This is an optimization exercise on Yosys and OpenROAD, whose aim is small area, a short achievable clock period and few clock cycles, not a production implementation. The RTL was checked by simulation tests, not by an equivalence proof against the original design. Power figures rest on the tool's default switching activity, not on a simulated workload.

Design pcap_stream_deframer_core, start of the top module:
module pcap_stream_deframer_core
#(
    parameter int unsigned OUT_DEPTH = psdf_pkg::OUT_DEPTH_DEFAULT
)
(
    input  logic             clk,
    input  logic             rst_n,
    input  logic             s_tvalid,
    output logic             s_tready,
    input  logic [7:0]       s_tdata,    
    input  logic             s_tuser,    
    input  logic             s_tlast,    
    output logic             m_tvalid,
    input  logic             m_tready,
    output logic [159:0]     m_tdata,
    output logic [2:0]       m_tuser,    
    output logic             m_tlast,    
    input  logic             cfg_valid,
    output logic             cfg_ready,
    input  logic [psdf_pkg::CAP_W-1:0] cfg_data    
);
export LEC_CHECK = 0
export CAP_MARGIN = 20
export CORE_MARGIN = 2
export CORE_UTILIZATION = 40
export CTS_BUF_LIST = sky130_fd_sc_hd__clkbuf_8
export CTS_CLUSTER_DIAMETER = 60
export CTS_CLUSTER_SIZE = 20
export SETUP_SLACK_MARGIN = 3.2
export SLEW_MARGIN = 20
export TNS_END_PERCENT = 100
create_clock -name core_clock -period 5.5 [get_ports {clk}]
standard.sh (not shown) runs the stock make flow with config.mk's settings and CLKGATE_MAP_FILE= SYNTH_SCRIPT=/design/flow/synth_recipe.tcl, a recipe that flattens the netlist after the stock synthesis.
==> flow/flow/run.sh <==
#!/bin/bash
# The standard layout (standard.sh: the standard flow's synthesis and ORFS flow, with
# config.mk's settings), with one change: the port buffers that ORFS puts
# on every input and output are buf_2 cells instead of the cell buffer_ports
# picks by itself.
set -euo pipefail
export BUFFER_PORTS_ARGS="-buffer_cell sky130_fd_sc_hd__buf_2"
bash standard.sh > standard_flow.log 2>&1
Testbench counts at the start, summed over its fixed seeds: cycles 241,439.
==> next run, changes <==
- CORE_UTILIZATION: 40 -> 60
- CTS_BUF_LIST: sky130_fd_sc_hd__clkbuf_8 -> unset
- CTS_CLUSTER_DIAMETER: 60 -> unset
- CTS_CLUSTER_SIZE: 20 -> unset
- worst setup slack gains 0.024 ns
- via count increases by about 2.3%
- hold slack loses 0.0059 ns
- final cell count decreases by about 9%
- core utilization increases by 27 points
- total power increases by about 23%
- count of clock-buffer cells in the layout increases by 8
- wire length decreases by 0.83%
- non-clock buffer count decreases by 25

== before ==
The RTL this note starts from:
==> flow/design.v <==
package psdf_pkg;
    localparam int unsigned CAP_W             = 19;
    localparam int unsigned OUT_DEPTH_DEFAULT = 1;
    localparam logic [CAP_W-1:0] MAX_CAP_RESET = 19'd65535;
endpackage
module pcap_stream_deframer_core
#(
    parameter int unsigned OUT_DEPTH = psdf_pkg::OUT_DEPTH_DEFAULT
)
(
    input  logic             clk,
    input  logic             rst_n,
    input  logic             s_tvalid,
    output logic             s_tready,
    input  logic [7:0]       s_tdata,    
    input  logic             s_tuser,    
    input  logic             s_tlast,    
    output logic             m_tvalid,
    input  logic             m_tready,
    output logic [159:0]     m_tdata,
    output logic [2:0]       m_tuser,    
    output logic             m_tlast,    
    input  logic             cfg_valid,
    output logic             cfg_ready,
    input  logic [psdf_pkg::CAP_W-1:0] cfg_data    
);
    localparam logic [1:0] PH_FILE = 2'd0;
    localparam logic [1:0] PH_REC  = 2'd1;
    localparam logic [1:0] PH_DATA = 2'd2;
    localparam logic [1:0] PH_STOP = 2'd3;
    logic        in_v, sk_v;
    logic [7:0]  in_b, sk_b;
    logic        in_bv, sk_bv;
    logic        in_eos, sk_eos;
    logic        o_v;
    logic [1:0]  o_kind;
    logic [3:0]  o_st;
    logic        o_lip;
    logic        o_loi;
    logic [1:0]  ph;
    logic [4:0]  idx;
    logic [1:0]  err;
    logic        nano;
    logic        gt;
    logic        hinz;
    logic [18:0] rem;
    logic [18:0] lim;
    logic [31:0] snap;
    logic [31:0] cnt;
    logic [95:0] sr;
    logic acc, go, pop, bstep, estep;
    assign s_tready  = !sk_v;
    assign cfg_ready = 1'b1;
    assign m_tvalid  = o_v;
    assign acc   = s_tvalid && !sk_v;
    assign go    = in_v && (!o_v || m_tready);
    assign bstep = go && in_bv;
    assign estep = go && !in_bv && in_eos;
    assign pop   = go && !(in_bv && in_eos);
    logic        fh_ok;
    logic [1:0]  fh_code;
    logic [1:0]  err_n;
    logic        rec_last;
    logic        over_lim;
    logic [3:0]  rec_st;
    logic        rem_one;
    logic        res;
    logic [1:0]  res_kind;
    logic [3:0]  res_st;
    logic        res_lip;
    logic        res_loi;
    logic [1:0]  ph_n;
    logic [4:0]  idx_n;
    logic        cnt_inc;
    logic        sr_en;
    logic        snap_en;
    logic        nano_n;
    always_comb
    begin
        case (idx)
            5'd0:    fh_ok = (in_b == 8'hd4) || (in_b == 8'h4d);
            5'd1:    fh_ok = in_b == (nano ? 8'h3c : 8'hc3);
            5'd2:    fh_ok = in_b == 8'hb2;
            5'd3:    fh_ok = in_b == 8'ha1;
            5'd4:    fh_ok = in_b == 8'h02;
            5'd5:    fh_ok = in_b == 8'h00;
            5'd6:    fh_ok = in_b == 8'h04;
            5'd7:    fh_ok = in_b == 8'h00;
            5'd20:   fh_ok = in_b == 8'h01;
            5'd21:   fh_ok = in_b == 8'h00;
            5'd22:   fh_ok = in_b == 8'h00;
            5'd23:   fh_ok = in_b[1:0] == 2'b00;
            default: fh_ok = 1'b1;
        endcase
        fh_code = idx[4] ? 2'd3 : (idx[2] ? 2'd2 : 2'd1);
        err_n   = (err == 2'd0 && !fh_ok) ? fh_code : err;
        over_lim = hinz || (rem > lim);
        rec_st   = gt ? 4'd4 : (over_lim ? 4'd5 : 4'd0);
        rec_last = idx[3:0] == 4'd15;
        rem_one  = rem == 19'd1;
        res      = 1'b0;
        res_kind = 2'd2;
        res_st   = 4'd0;
        res_lip  = 1'b0;
        res_loi  = 1'b1;
        ph_n     = ph;
        idx_n    = idx;
        cnt_inc  = 1'b0;
        sr_en    = 1'b0;
        snap_en  = 1'b0;
        nano_n   = nano;
        if (in_bv)
        begin
            case (ph)
                PH_FILE:
                begin
                    snap_en = idx[4:2] == 3'b100;
                    if (idx == 5'd0)
                        nano_n = in_b == 8'h4d;
                    else if (idx[4:2] == 3'b000 && !fh_ok)
                        nano_n = 1'b0;
                    if (idx == 5'd23)
                    begin
                        idx_n = 5'd0;
                        if (err_n != 2'd0)
                        begin
                            res    = 1'b1;
                            res_st = {2'b00, err_n};
                            ph_n   = PH_STOP;
                        end
                        else
                            ph_n = PH_REC;
                    end
                    else
                        idx_n = idx + 5'd1;
                end
                PH_REC:
                begin
                    sr_en   = idx[3:2] != 2'b10;
                    snap_en = idx[3:2] == 2'b10;
                    if (rec_last)
                    begin
                        idx_n = 5'd0;
                        res   = 1'b1;
                        if (rec_st != 4'd0)
                        begin
                            res_st = rec_st;
                            ph_n   = PH_STOP;
                        end
                        else
                        begin
                            res_kind = 2'd0;
                            res_loi  = !in_eos;
                            if (rem == 19'd0)
                            begin
                                res_lip = 1'b1;
                                cnt_inc = 1'b1;
                            end
                            else
                                ph_n = PH_DATA;
                        end
                    end
                    else
                        idx_n = idx + 5'd1;
                end
                PH_DATA:
                begin
                    sr_en    = 1'b1;
                    res      = 1'b1;
                    res_kind = 2'd1;
                    res_loi  = !in_eos;
                    if (rem_one)
                    begin
                        res_lip = 1'b1;
                        cnt_inc = 1'b1;
                        ph_n    = PH_REC;
                    end
                end
                default:
                begin
                end
            endcase
        end
        else if (in_eos && ph != PH_STOP)
        begin
            res  = 1'b1;
            ph_n = PH_STOP;
            case (ph)
                PH_FILE:
                begin
                    res_st = 4'd6;
                    nano_n = 1'b0;
                end
                PH_REC:  res_st = (idx != 5'd0) ? 4'd7 : 4'd9;
                default: res_st = 4'd8;
            endcase
        end
    end
    always_ff @(posedge clk or negedge rst_n)
    begin
        if (!rst_n)
        begin
            in_v <= 1'b0;
            sk_v <= 1'b0;
            o_v  <= 1'b0;
            ph   <= PH_FILE;
            idx  <= 5'd0;
            err  <= 2'd0;
            nano <= 1'b0;
            cnt  <= 32'd0;
            lim  <= psdf_pkg::MAX_CAP_RESET;
        end
        else
        begin
            if (pop)
            begin
                in_v <= sk_v || acc;
                sk_v <= 1'b0;
            end
            else if (acc)
            begin
                if (in_v)
                    sk_v <= 1'b1;
                else
                    in_v <= 1'b1;
            end
            if (go)
                o_v <= res;
            else if (m_tready)
                o_v <= 1'b0;
            if (go)
            begin
                ph   <= ph_n;
                idx  <= idx_n;
                nano <= nano_n;
                if (ph == PH_FILE && in_bv)
                    err <= err_n;
                if (cnt_inc)
                    cnt <= cnt + 32'd1;
            end
            if (cfg_valid)
                lim <= cfg_data;
        end
    end
    always_ff @(posedge clk)
    begin
        if (pop)
        begin
            if (sk_v)
            begin
                in_b   <= sk_b;
                in_bv  <= sk_bv;
                in_eos <= sk_eos;
            end
            else
            begin
                in_b   <= s_tdata;
                in_bv  <= s_tuser;
                in_eos <= s_tlast;
            end
        end
        else
        begin
            if (go)
                in_bv <= 1'b0;
            if (acc && !in_v)
            begin
                in_b   <= s_tdata;
                in_bv  <= s_tuser;
                in_eos <= s_tlast;
            end
        end
        if (acc && in_v && !pop)
        begin
            sk_b   <= s_tdata;
            sk_bv  <= s_tuser;
            sk_eos <= s_tlast;
        end
        if (go)
        begin
            o_kind <= res_kind;
            o_st   <= res_st;
            o_lip  <= res_lip;
            o_loi  <= res_loi;
        end
        if (bstep && sr_en)
            sr <= {in_b, sr[95:8]};
        if (bstep && snap_en)
            snap <= {(ph == PH_FILE) ? in_b : snap[7:0], snap[31:8]};
        if (bstep && ph == PH_REC && idx[3:2] == 2'b10)
        begin
            gt <= (in_b > snap[7:0]) || (in_b == snap[7:0] && gt && idx[1:0] != 2'd0);
            case (idx[1:0])
                2'd0: rem[7:0]   <= in_b;
                2'd1: rem[15:8]  <= in_b;
                2'd2:
                begin
                    rem[18:16] <= in_b[2:0];
                    hinz       <= in_b[7:3] != 5'd0;
                end
                default: hinz <= hinz || (in_b != 8'd0);
            endcase
        end
        if (bstep && ph == PH_DATA)
            rem <= rem - 19'd1;
    end
    logic is_hdr, is_pay;
    assign is_hdr = o_kind == 2'd0;
    assign is_pay = o_kind == 2'd1;
    assign m_tdata = {cnt,
                      o_st,
                      rem & {19{is_hdr}},
                      sr[95:64] & {32{is_hdr}},
                      nano,
                      sr[63:32] & {32{is_hdr}},
                      sr[31:0] & {32{is_hdr}},
                      sr[95:88] & {8{is_pay}}};
    assign m_tuser = {o_loi, o_kind};
    assign m_tlast = o_lip;
endmodule
make LEC_CHECK=0 ABC_CLOCK_PERIOD_IN_PS=2300 CAP_MARGIN=20 CORE_MARGIN=2 CORE_UTILIZATION=40 SETUP_SLACK_MARGIN=3.2 SLEW_MARGIN=20 finish   # period 5.5 ns
run.sh (not shown) runs the stock make flow with config.mk's settings and CLKGATE_MAP_FILE= SYNTH_SCRIPT=/design/flow/synth_recipe.tcl, a recipe that flattens the netlist after the stock synthesis.
Stock flow here: none of the scripts above is used.
Testbench counts of before, summed over its fixed seeds: cycles 241,439.
## Diff of input files: after against before
- changing SETUP_SLACK_MARGIN from 3.2 to 2.5
- removing ABC_CLOCK_PERIOD_IN_PS (formerly 2300)
Notes after the runs:
- Status | before and after | clean
- Summary: routed wire length, after better than before
- Going from before to after, the fraction of area in multi-input gates was found to have gone down by 1.2 points.
- The minimum setup slack among reg-to-reg paths reported for after is smaller than that of before by 0.08 ns.
- Total power: after below before
- Compared with before, after shows global-route wire length before repair lower by 4700 µm.
- When after is measured against before, its relative area change from synthesis to final layout turns out 11 points lower.
- Diff before and after: fraction of final layout cells with drive strength greater than 1 higher in before
- Final cell area: after below before
- In the flow results for before and after, the combined buffer and inverter count along the critical path is larger on before.

==> port drivers added, routing unchanged <==
Ports are ideal in the flow. The routed layouts listed here were re-timed in OpenROAD.
Step 1 assumes that a clkbuf_16 drives the clock port and a buf_2 every other input.
Step 2 also shifts input and output timing later by t, the mid clock arrival at the registers, as if the neighbouring blocks saw the same clock.
a / b / c = ideal / step 1 / step 2; a / b = the first two.
| run | t (ns) | setup WS [ns] | hold WS [ns] | worst setup path at the end |
|---|---|---|---|---|
| the first run of note 1 | 0.602 | 3.193 / 3.145 / 2.720 | 0.424 / 0.424 / 0.424 | input to register |
| the second run of note 1 | 0.571 | 3.218 / 3.173 / 2.735 | 0.418 / 0.418 / 0.418 | input to register |
| before | 0.581 | 2.327 / 2.276 / 2.338 | 0.413 / 0.413 / 0.413 | input to register |
| after | 0.577 | 2.292 / 2.242 / 2.060 | 0.416 / 0.416 / 0.416 | input to register |
After both steps every run listed still meets setup and hold. For the second run of note 1, which loses most, drivers alone change the setup slack by -0.045 ns; drivers and shift together by -0.483 ns.
